Context: an optimization exercise on an open-source flow, tuned for small area. The choices shown serve that exercise and are no tape-out recipe. RTL that was checked went through simulation tests only; none was proved equivalent to the original. The flow treats the clock pin as an ideal source, which a real chip does not have. Power figures rest on the tool's default switching activity, not on a simulated workload.

Design audio_processing, start of the top module:
module audio_processing #(
    parameter int num_taps = 8,
    parameter int bclk_div = 4
) (
    input  logic                        clk,
    input  logic                        rst,
    input  logic                        audio_enable,
    input  logic                        i2s_bclk,
    input  logic                        i2s_lrclk,
    input  logic                        i2s_d,
    input  logic                        coef_wr_en,
    input  audio_pkg::band_t            coef_band,
    input  logic [$clog2(num_taps)-1:0] coef_addr,
    input  audio_pkg::coef_t            coef_data,
    input  logic                        gain_wr_en,
    input  audio_pkg::band_t            gain_band,
    input  audio_pkg::gain_t            gain_data,
    output logic                        dac_bclk,
    output logic                        dac_lrclk,
    output logic                        dac_data
);
==> flow/config.mk <==
export PLATFORM = sky130hd
export DESIGN_NAME = audio_processing
export DESIGN_NICKNAME = audio_processing
export VERILOG_FILES = /design/flow/design.v
export SDC_FILE = /design/flow/constraint.sdc
export NUM_CORES = 4
export LEC_CHECK = 0
export CAP_MARGIN = 20
export CORE_MARGIN = 2
export CORE_UTILIZATION = 80
export CTS_BUF_LIST = sky130_fd_sc_hd__clkbuf_16
export CTS_CLUSTER_DIAMETER = 100
export CTS_CLUSTER_SIZE = 24
export SLEW_MARGIN = 20
export SYNTH_HIERARCHICAL = 1
==> flow/constraint.sdc <==
create_clock -name core_clock -period 20.0 [get_ports {clk}]
set_input_delay 4.0000 -clock core_clock [delete_from_list [all_inputs] [get_ports {clk}]]
set_output_delay 4.0000 -clock core_clock [all_outputs]
set_load 0.01 [all_outputs]
standard.sh (not shown) runs the stock make flow with config.mk's settings and CLKGATE_MAP_FILE= SYNTH_SCRIPT=/design/flow/synth_recipe.tcl, a recipe that flattens the netlist after the stock synthesis.
==> flow/flow/run.sh <==
#!/bin/bash
set -euo pipefail
W=$PWD
{ head -n 1 synth_recipe.tcl; cat flow/abc_proc.tcl; tail -n +2 synth_recipe.tcl; } > own_synth.tcl
sed "s|SYNTH_SCRIPT=[^ ]*synth_recipe.tcl|SYNTH_SCRIPT=$W/own_synth.tcl|" standard.sh > own_standard.sh
grep -q "SYNTH_SCRIPT=$W/own_synth.tcl" own_standard.sh
export OWN_ABC_SCRIPT=$W/flow/abc_map.script
export CTS_ARGS="-sink_clustering_enable -repair_clock_nets -sink_clustering_size 24 -sink_clustering_max_diameter 100 -buf_list sky130_fd_sc_hd__clkbuf_16 -dont_use_dummy_load"
export BUFFER_PORTS_ARGS="-buffer_cell sky130_fd_sc_hd__buf_1"
bash own_standard.sh > standard.log 2>&1
==> flow/flow/abc_map.script <==
&get -n
&st
&dch
&nf -R 1000 -p
&st
&syn2
&if -g -K 6
&synch2
&nf -R 1000 -p
&st
&syn2
&if -g -K 6
&synch2
&nf -R 1000 -p
&st
&syn2
&if -g -K 6
&synch2
&nf -R 1000 -p
&st
&syn2
&if -g -K 6
&synch2
&nf -R 1000 -p
&st
&syn2
&if -g -K 6
&synch2
&nf -R 1000 -p
&put
buffer -c
topo
stime -c
dnsize -c
==> flow/flow/abc_proc.tcl <==
# Own synthesis: ORFS's synthesis exactly as the standard flow's synth_recipe.tcl runs it, except that the
# final technology mapping (abc) uses flow/abc_map.script instead of ORFS's abc_speed.script:
# the same sequence with the delay relaxed in &nf (-R 1000, pin permutation on) and without
# upsizing, so that gates are mapped for area; the clock period leaves ample slack.
proc abc {args} {
  set i [lsearch -exact $args -script]
  if { $i >= 0 } {
    lset args [expr { $i + 1 }] $::env(OWN_ABC_SCRIPT)
  }
  yosys abc {*}$args
}
The starting point went through all stages and came out clean.
Rerun with:
--- a/flow/flow/run.sh
+++ b/flow/flow/run.sh
@@ -9 +8,0 @@
-export BUFFER_PORTS_ARGS="-buffer_cell sky130_fd_sc_hd__buf_1"
Total power is higher by 1.0%.
Via count is lower by 0.67%.
Clock skew is lower by 0.0097 ns.
Core utilization is higher by 0.41 points.
Routed wire length is about the same.
Rerun with:
--- a/flow/flow/run.sh
+++ b/flow/flow/run.sh
@@ -1,0 +2,8 @@
+# Own layout flow: the standard flow (standard.sh) with these changes.
+#  - Synthesis: synth_recipe.tcl with the abc command wrapped (flow/abc_proc.tcl) so that the
+#    final mapping uses flow/abc_map.script. Everything else in synthesis is the standard flow's: same
+#    passes, same registers, flattened and renamed the same way.
+#  - Port buffers: BUFFER_PORTS_ARGS makes buffer_ports (which still buffers every input and
+#    output port, as the standard flow does) use sky130_fd_sc_hd__buf_1.
+# standard.sh's make (every ORFS step, yosys and openroad) writes to standard.log here; ORFS
+# also keeps each step's log under orfs/logs.
@@ -8 +16,2 @@
-export CTS_ARGS="-sink_clustering_enable -repair_clock_nets -sink_clustering_size 24 -sink_clustering_max_diameter 100 -buf_list sky130_fd_sc_hd__clkbuf_16 -dont_use_dummy_load"
+export CTS_ARGS="-sink_clustering_enable -repair_clock_nets -sink_clustering_size 28 -sink_clustering_max_diameter 100 -buf_list sky130_fd_sc_hd__clkbuf_16 -dont_use_dummy_load"
+export BUFFER_PORTS_ARGS="-buffer_cell sky130_fd_sc_hd__buf_1"
- CTS_CLUSTER_SIZE: 24 -> 28
Effect: Utilization fell by 0.63 points. Sequential cell count stays the same. Combinational power fell by about 2%. Cell count hardly moves. Cell area fell by 0.73%.
Rerun with:
--- a/flow/flow/run.sh
+++ b/flow/flow/run.sh
@@ -16 +16 @@
-export CTS_ARGS="-sink_clustering_enable -repair_clock_nets -sink_clustering_size 28 -sink_clustering_max_diameter 100 -buf_list sky130_fd_sc_hd__clkbuf_16 -dont_use_dummy_load"
+export CTS_ARGS="-sink_clustering_enable -repair_clock_nets -sink_clustering_size 24 -sink_clustering_max_diameter 100 -buf_list sky130_fd_sc_hd__clkbuf_16 -dont_use_dummy_load"
- CTS_CLUSTER_SIZE: 28 -> 24
The new run passed the timing, DRC and antenna checks.
Die area is unchanged.
Global-route usage came out higher by 0.28 points.
Register-to-register slack improved by 0.04 ns.
Wire length climbs by about 0.55%.


audio_processing, a different RTL version from the one above (not shown whole).
Size in the first run: roughly 3800 cells after synthesis, roughly 48 I/O pins, roughly 56000 um^2 of cells after synthesis.
make LEC_CHECK=0 CAP_MARGIN=20 CORE_MARGIN=2 CORE_UTILIZATION=40 CTS_BUF_LIST=sky130_fd_sc_hd__clkbuf_4 CTS_CLUSTER_SIZE=20 SLEW_MARGIN=20 SYNTH_HIERARCHICAL=1 finish   # period 20.0 ns
run.sh (not shown) runs the stock make flow with config.mk's settings and CLKGATE_MAP_FILE= SYNTH_SCRIPT=/design/flow/synth_recipe.tcl, a recipe that flattens the netlist after the stock synthesis.
Stock flow here: none of the scripts above is used.
The first run finished clean.
Edit:
CTS_BUF_LIST = sky130_fd_sc_hd__clkbuf_8   (was sky130_fd_sc_hd__clkbuf_4)
CTS_CLUSTER_SIZE = 30   (was 20)
Flip-flop and latch count does not change.
Cell area hardly moves.
Synthesized area is unchanged.
Clock power came out lower by about 3%.
No run of this note included a check of the RTL's function; only the layout flow was run.

==> port drivers added, routing unchanged <==
No port has a modelled driver above. Below, the same layouts with a new extraction and two added sets of constraints.
Step 1 assumes that a clkbuf_16 drives the clock port and a buf_2 every other input.
Step 2 moves the port delays by t, midway between the first and last clock arrival at a register: inputs arrive t later, outputs are due t later. That takes back most of the time a late clock gives input paths.
a / b / c = ideal ports / drivers / drivers and shift; a / b = the first two.
run	t (ns)	slack for setup (ns)	hold slack, ns
the first run of note 1	0.683	2.886 / 2.886 / 2.886	0.301 / 0.301 / 0.301
the second run of note 1	0.677	3.045 / 3.045 / 3.045	0.321 / 0.321 / 0.321
the third run of note 1	0.673	2.845 / 2.845 / 2.845	0.326 / 0.326 / 0.326
the fourth run of note 1	0.683	2.886 / 2.886 / 2.886	0.301 / 0.301 / 0.301
the first run of note 2	1.237	0.405 / 0.405 / 0.405	0.289 / 0.289 / 0.289
the second run of note 2	0.935	0.489 / 0.489 / 0.489	0.397 / 0.397 / 0.397
After both steps setup and hold are still met in every run listed.
